From an optimization exercise on the open Yosys and OpenROAD flow, aimed at small area, a short achievable clock period and few clock cycles; shortcuts taken in it are not production practice. At most, simulation tests tie the RTL to the original design; equivalence was not proved. Power is estimated from default activity; no workload was simulated.

Design motion_command_text_parser_top, start of the top module:
module motion_command_text_parser_top
(
    input  logic          clk,
    input  logic          rst_n,
    input  logic          cmd_valid,
    output logic          cmd_ready,
    input  logic [7:0]    cmd_ch,
    output logic          rec_valid,
    input  logic          rec_ready,
    output logic [2:0]    rec_record_index,
    output logic [31:0]   rec_joint_angle,
    output logic [31:0]   rec_start_reload,
    output logic [31:0]   rec_target_reload,
    output logic [31:0]   rec_duration_ms,
    output logic          rec_accepted,
    output logic          rec_last_record
);
make LEC_CHECK=0 CAP_MARGIN=20 CORE_MARGIN=2 CORE_UTILIZATION=40 SLEW_MARGIN=20 finish   # period 18.0 ns
run.sh (not shown) runs the stock make flow with config.mk's settings and CLKGATE_MAP_FILE= SYNTH_SCRIPT=/design/flow/synth_recipe.tcl, a recipe that flattens the netlist after the stock synthesis.
The first run completed without violations.
Testbench counts at the start, summed over its fixed seeds: cycles 74,613.
==> next run, changes <==
CORE_UTILIZATION = 70   (was 40)
CTS_BUF_LIST = sky130_fd_sc_hd__clkbuf_8   (was default)
- The new run finished clean
- synthesized area stays the same
- total power fell by about 6.4%
- register-to-register slack degrades by 0.27 ns
- sequential share of layout area rose by 1.9 points
- core utilization rose by 34 points
- clock-buffer cell count rose by 43
==> next run, changes <==
CTS_CLUSTER_DIAMETER = 60   (was default)
CTS_CLUSTER_SIZE = 20   (was default)
Effect: Die area does not change; critical path depth is unchanged; routed wire length came out lower by 5.2%; core utilization came out lower by 3.4 points; clock skew came out lower by 0.028 ns; sequential cell count is unchanged; power came out lower by 15%.
==> next run, changes <==
==> flow/flow/run.sh (new file) <==
#!/bin/bash
# Own layout flow: the standard ORFS flow (standard.sh, unchanged synthesis),
# with the port buffers made from a plain buffer cell instead of the one
# buffer_ports picks by default. Every input and output port still gets a buffer.
set -euo pipefail
export BUFFER_PORTS_ARGS="-buffer_cell sky130_fd_sc_hd__buf_2"
export SETUP_SLACK_MARGIN=10.3
bash standard.sh > standard.log 2>&1
==> flow/standard.sh (new file) <==
#!/bin/bash
# synth_recipe.tcl (not shown) runs the flow's synth.tcl, then flattens the netlist and writes it again
# the make line also repeats each setting of config.mk as NAME=value (left out here)
make -C /OpenROAD-flow-scripts/flow DESIGN_CONFIG=/design/flow/config.mk WORK_HOME=/design/flow/orfs CLKGATE_MAP_FILE= SYNTH_SCRIPT=/design/flow/synth_recipe.tcl "${@:-finish}"
removed: flow/run.sh
Outcome: The changed run completed with no timing, DRC or antenna violations. Synthesized cell count stays the same. Via count barely changes. Combinational power is lower by about 2%. Die area stays the same. Final area is lower by 1.4%. Count of clock-buffer cells in the layout is higher by 1. Worst hold slack is worse by 0.0042 ns. Utilization is lower by 1.1 points. Final cell count is about the same. Total power is higher by 0.46%.
==> next run, changes <==
==> flow/run.sh (new file) <==
#!/bin/bash
# synth_recipe.tcl (not shown) runs the flow's synth.tcl, then flattens the netlist and writes it again
# the make line also repeats each setting of config.mk as NAME=value (left out here)
make -C /OpenROAD-flow-scripts/flow DESIGN_CONFIG=/design/flow/config.mk WORK_HOME=/design/flow/orfs CLKGATE_MAP_FILE= SYNTH_SCRIPT=/design/flow/synth_recipe.tcl finish
CTS_BUF_LIST = sky130_fd_sc_hd__clkbuf_4   (was sky130_fd_sc_hd__clkbuf_8)
CTS_CLUSTER_DIAMETER = default   (was 60)
CTS_CLUSTER_SIZE = default   (was 20)
removed: flow/flow/run.sh
removed: flow/standard.sh
- The new run passed the timing, design-rule and antenna checks
- via count is higher by a little under a tenth
- global-route usage is higher by 1.8 points
- core utilization is higher by 4.9 points
- combinational power is higher by a few percent
- synthesized area does not change
- total power is higher by about a fifth


wip/sierra:
Another version of the RTL of motion_command_text_parser_top (not shown whole).
Size: about 2000 cells after synthesis, about 1200 flip-flops, ~150 I/O pins, ~43000 sq um of cells after synthesis.
==> flow/config.mk <==
export PLATFORM = sky130hd
export DESIGN_NAME = motion_command_text_parser_top
export DESIGN_NICKNAME = motion_command_text_parser_top
export VERILOG_FILES = /design/flow/design.v
export SDC_FILE = /design/flow/constraint.sdc
export NUM_CORES = 4
export LEC_CHECK = 0
export CAP_MARGIN = 20
export CORE_MARGIN = 2
export CORE_UTILIZATION = 70
export SLEW_MARGIN = 20
==> flow/constraint.sdc <==
create_clock -name core_clock -period 18.0 [get_ports {clk}]
set_input_delay 3.6000 -clock core_clock [delete_from_list [all_inputs] [get_ports {clk}]]
set_output_delay 3.6000 -clock core_clock [all_outputs]
set_load 0.01 [all_outputs]
standard.sh (not shown) runs the stock make flow with config.mk's settings and CLKGATE_MAP_FILE= SYNTH_SCRIPT=/design/flow/synth_recipe.tcl, a recipe that flattens the netlist after the stock synthesis.
==> flow/flow/run.sh <==
#!/bin/bash
# Own layout flow: the standard ORFS flow (standard.sh, with the standard
# synthesis unchanged) plus:
#  - port buffers made from a plain buffer cell (every port still gets one);
#  - cr.tcl after floorplan: a fast two-level copy of the cmd_ready logic drives
#    the cmd_ready port (the synthesized logic keeps driving the internal loads);
#  - repair_timing asked for extra setup margin;
#  - CTS without dummy loads.
set -euo pipefail
W=$(pwd)
export BUFFER_PORTS_ARGS="-buffer_cell sky130_fd_sc_hd__buf_1"
export SETUP_SLACK_MARGIN=10.4
export POST_FLOORPLAN_TCL="$W/flow/cr.tcl"
export CTS_ARGS="-sink_clustering_enable -repair_clock_nets -buf_list sky130_fd_sc_hd__clkbuf_4 -sink_clustering_size 10 -sink_clustering_max_diameter 40 -dont_use_dummy_load"
bash standard.sh > standard.log 2>&1
Other scripts of this flow, unchanged in this note and not shown: flow/flow/cr.tcl
wip/sierra: full flow OK, the timing, design-rule and antenna checks passed
Input changes introduced in wip/quartz (baseline for comparison: wip/sierra):
- CORE_UTILIZATION changed from 70 to 85
-- flow/flow/run.sh --
<<< wip/sierra, line 12
export SETUP_SLACK_MARGIN=10.4
export POST_FLOORPLAN_TCL="$W/flow/cr.tcl"
export CTS_ARGS="-sink_clustering_enable -repair_clock_nets -buf_list sky130_fd_sc_hd__clkbuf_4 -sink_clustering_size 10 -sink_clustering_max_diameter 40 -dont_use_dummy_load"
bash standard.sh > standard.log 2>&1
>>> wip/quartz, line 12
export SETUP_SLACK_MARGIN=10.4
export POST_FLOORPLAN_TCL="$W/flow/cr.tcl"
export CTS_ARGS="-sink_clustering_enable -repair_clock_nets -buf_list sky130_fd_sc_hd__clkbuf_4 -sink_clustering_size 14 -sink_clustering_max_diameter 40 -dont_use_dummy_load"
bash standard.sh > standard.log 2>&1
### Flow results
- The log for wip/quartz ends in detailed placement (3_5_place_dp) with error DPL-0033, so the run never completed.
- wip/quartz vs. wip/sierra: xor and xnor fraction of the mapped netlist area shows no meaningful change; mean cell area of the mapped netlist shows no meaningful change; total half-perimeter wirelength after legalization and detailed placement shows an increase of about 50%.
- Going from wip/sierra to wip/quartz, effective utilization at floorplan grows by 16 points.
- On wip/quartz: final estimated routing congestion in global placement is 1.3% lower than what wip/sierra gave.
- As far as area fraction in compound gates after synthesis goes, wip/quartz and wip/sierra are indistinguishable; the numbers are identical.
- Chip height of wip/quartz falls short of that of wip/sierra by a little under 10%.
- Fraction of the mapped netlist area in adder cells: wip/sierra vs wip/quartz identical
- Diff wip/sierra -> wip/quartz | placement row count | decrease of 9
- Comparing wip/sierra and wip/quartz, the lower die span in x was measured on wip/quartz.
Input changes introduced in wip/maple (baseline for comparison: wip/quartz):
- CORE_UTILIZATION changed from 85 to 70
-- flow/flow/run.sh --
<<< wip/quartz, line 12
export SETUP_SLACK_MARGIN=10.4
export POST_FLOORPLAN_TCL="$W/flow/cr.tcl"
export CTS_ARGS="-sink_clustering_enable -repair_clock_nets -buf_list sky130_fd_sc_hd__clkbuf_4 -sink_clustering_size 14 -sink_clustering_max_diameter 40 -dont_use_dummy_load"
bash standard.sh > standard.log 2>&1
>>> wip/maple, line 12
export SETUP_SLACK_MARGIN=10.4
export POST_FLOORPLAN_TCL="$W/flow/cr.tcl"
export CTS_ARGS="-sink_clustering_enable -repair_clock_nets -buf_list sky130_fd_sc_hd__clkbuf_16 -sink_clustering_size 24 -sink_clustering_max_diameter 60 -dont_use_dummy_load"
bash standard.sh > standard.log 2>&1
Findings:
- wip/maple: done, clean on timing, DRC and antenna
- Re basic-gate share of the synthesized area counting and, or, nand and nor cells: no difference whatsoever between wip/quartz and wip/maple.
- Per the comparison of wip/maple with wip/quartz, count of port buffers added during placement flat, cell row count up 9.
- Sort wip/quartz and wip/maple by die boundary height desc -> top: wip/maple
- wip/maple against wip/quartz; global placement routability congestion is up slightly.
- Changes observed in wip/maple relative to wip/quartz: effective utilization at floorplan has decreased, sequential fraction of the synthesis area shows no meaningful change, overall die width went up 23 um, net count after synthesis essentially unchanged, estimated wirelength of the detail-placed design has decreased.
- Share of synthesized area spent on multiplexers came out exactly the same in wip/quartz and wip/maple.
Function was not checked in any run of this note: the RTL went through the layout flow alone.


RTL: one of the versions met above, not the one the previous note started from.
Size in the first run: roughly 2,000 cells after synthesis, about 1,200 flip-flops, ~150 I/O pins.
==> flow/config.mk <==
export PLATFORM = sky130hd
export DESIGN_NAME = motion_command_text_parser_top
export DESIGN_NICKNAME = motion_command_text_parser_top
export VERILOG_FILES = /design/flow/design.v
export SDC_FILE = /design/flow/constraint.sdc
export NUM_CORES = 4
export LEC_CHECK = 0
export CAP_MARGIN = 20
export CORE_MARGIN = 2
export CORE_UTILIZATION = 70
export CTS_BUF_LIST = sky130_fd_sc_hd__clkbuf_8
export CTS_CLUSTER_DIAMETER = 60
export CTS_CLUSTER_SIZE = 20
export SLEW_MARGIN = 20
==> flow/constraint.sdc <==
create_clock -name core_clock -period 18.0 [get_ports {clk}]
set_input_delay 3.6000 -clock core_clock [delete_from_list [all_inputs] [get_ports {clk}]]
set_output_delay 3.6000 -clock core_clock [all_outputs]
set_load 0.01 [all_outputs]
==> flow/flow/run.sh <==
#!/bin/bash
# Own layout flow: the standard ORFS flow (standard.sh, unchanged synthesis),
# with the port buffers made from a plain buffer cell instead of the one
# buffer_ports picks by default. Every input and output port still gets a buffer.
set -euo pipefail
export BUFFER_PORTS_ARGS="-buffer_cell sky130_fd_sc_hd__buf_2"
bash standard.sh > standard.log 2>&1
Testbench counts at the start, summed over its fixed seeds: cycles 74,613.
Then changed:
==> flow/run.sh (new file) <==
#!/bin/bash
# synth_recipe.tcl (not shown) runs the flow's synth.tcl, then flattens the netlist and writes it again
# the make line also repeats each setting of config.mk as NAME=value (left out here)
make -C /OpenROAD-flow-scripts/flow DESIGN_CONFIG=/design/flow/config.mk WORK_HOME=/design/flow/orfs CLKGATE_MAP_FILE= SYNTH_SCRIPT=/design/flow/synth_recipe.tcl finish
- CTS_BUF_LIST: sky130_fd_sc_hd__clkbuf_8 -> sky130_fd_sc_hd__clkbuf_16
- CTS_CLUSTER_DIAMETER: 60 -> 100
- CTS_CLUSTER_SIZE: 20 -> 30
removed: flow/flow/run.sh
removed: flow/standard.sh
What happened: The changed run completed without violations. Via count is about the same. Core utilization grows by 1.4 points. Power goes up by a few percent. First-iteration DRC count rises by a little under a tenth. Worst setup slack gets worse by 700 ps. Global-route usage came out higher by 0.46 points. Final area is higher slightly. Non-clock buffer count drops by 1. Area after synthesis is unchanged.

static timing again, ports no longer ideal:
No port has a modelled driver above. Below, the same layouts with a new extraction and two added sets of constraints.
Step 1 (the two cells are an assumption about what drives the block):
set clk [get_ports {clk}]
set_driving_cell -lib_cell sky130_fd_sc_hd__clkbuf_16 $clk
set_driving_cell -lib_cell sky130_fd_sc_hd__buf_2 [delete_from_list [all_inputs] $clk]
Step 2 also shifts input and output timing later by t, the mid clock arrival at the registers, as if the neighbouring blocks saw the same clock.
Slacks: no drivers / after step 1 / after step 2; pairs: no drivers / after step 1.
| run | shift t [ns] | setup slack, ns | hold slack, ns | worst setup path at the end |
|---|---|---|---|---|
| the first run of note 1 | 0.736 | 9.336 / 9.316 / 9.316 | 0.399 / 0.399 / 0.399 | input to output |
| the second run of note 1 | 0.855 | 9.320 / 9.294 / 9.294 | 0.387 / 0.387 / 0.387 | input to output |
| the third run of note 1 | 0.723 | 9.330 / 9.305 / 9.305 | 0.418 / 0.418 / 0.418 | input to output |
| the fourth run of note 1 | 0.748 | 10.122 / 10.089 / 10.089 | 0.414 / 0.414 / 0.414 | input to output |
| the fifth run of note 1 | 1.089 | 9.333 / 9.307 / 9.307 | 0.335 / 0.335 / 0.335 | input to output |
| wip/sierra | 0.997 | 10.276 / 10.232 / 10.232 | 0.361 / 0.361 / 0.361 | input to output |
| wip/maple | 0.650 | 10.282 / 10.238 / 10.238 | 0.368 / 0.368 / 0.368 | input to output |
| the first run of note 3 | 0.740 | 10.032 / 10.008 / 10.008 | 0.411 / 0.411 / 0.411 | input to output |
| the second run of note 3 | 0.675 | 9.329 / 9.302 / 9.302 | 0.416 / 0.416 / 0.416 | input to output |
After both steps setup and hold are still met in every run listed.
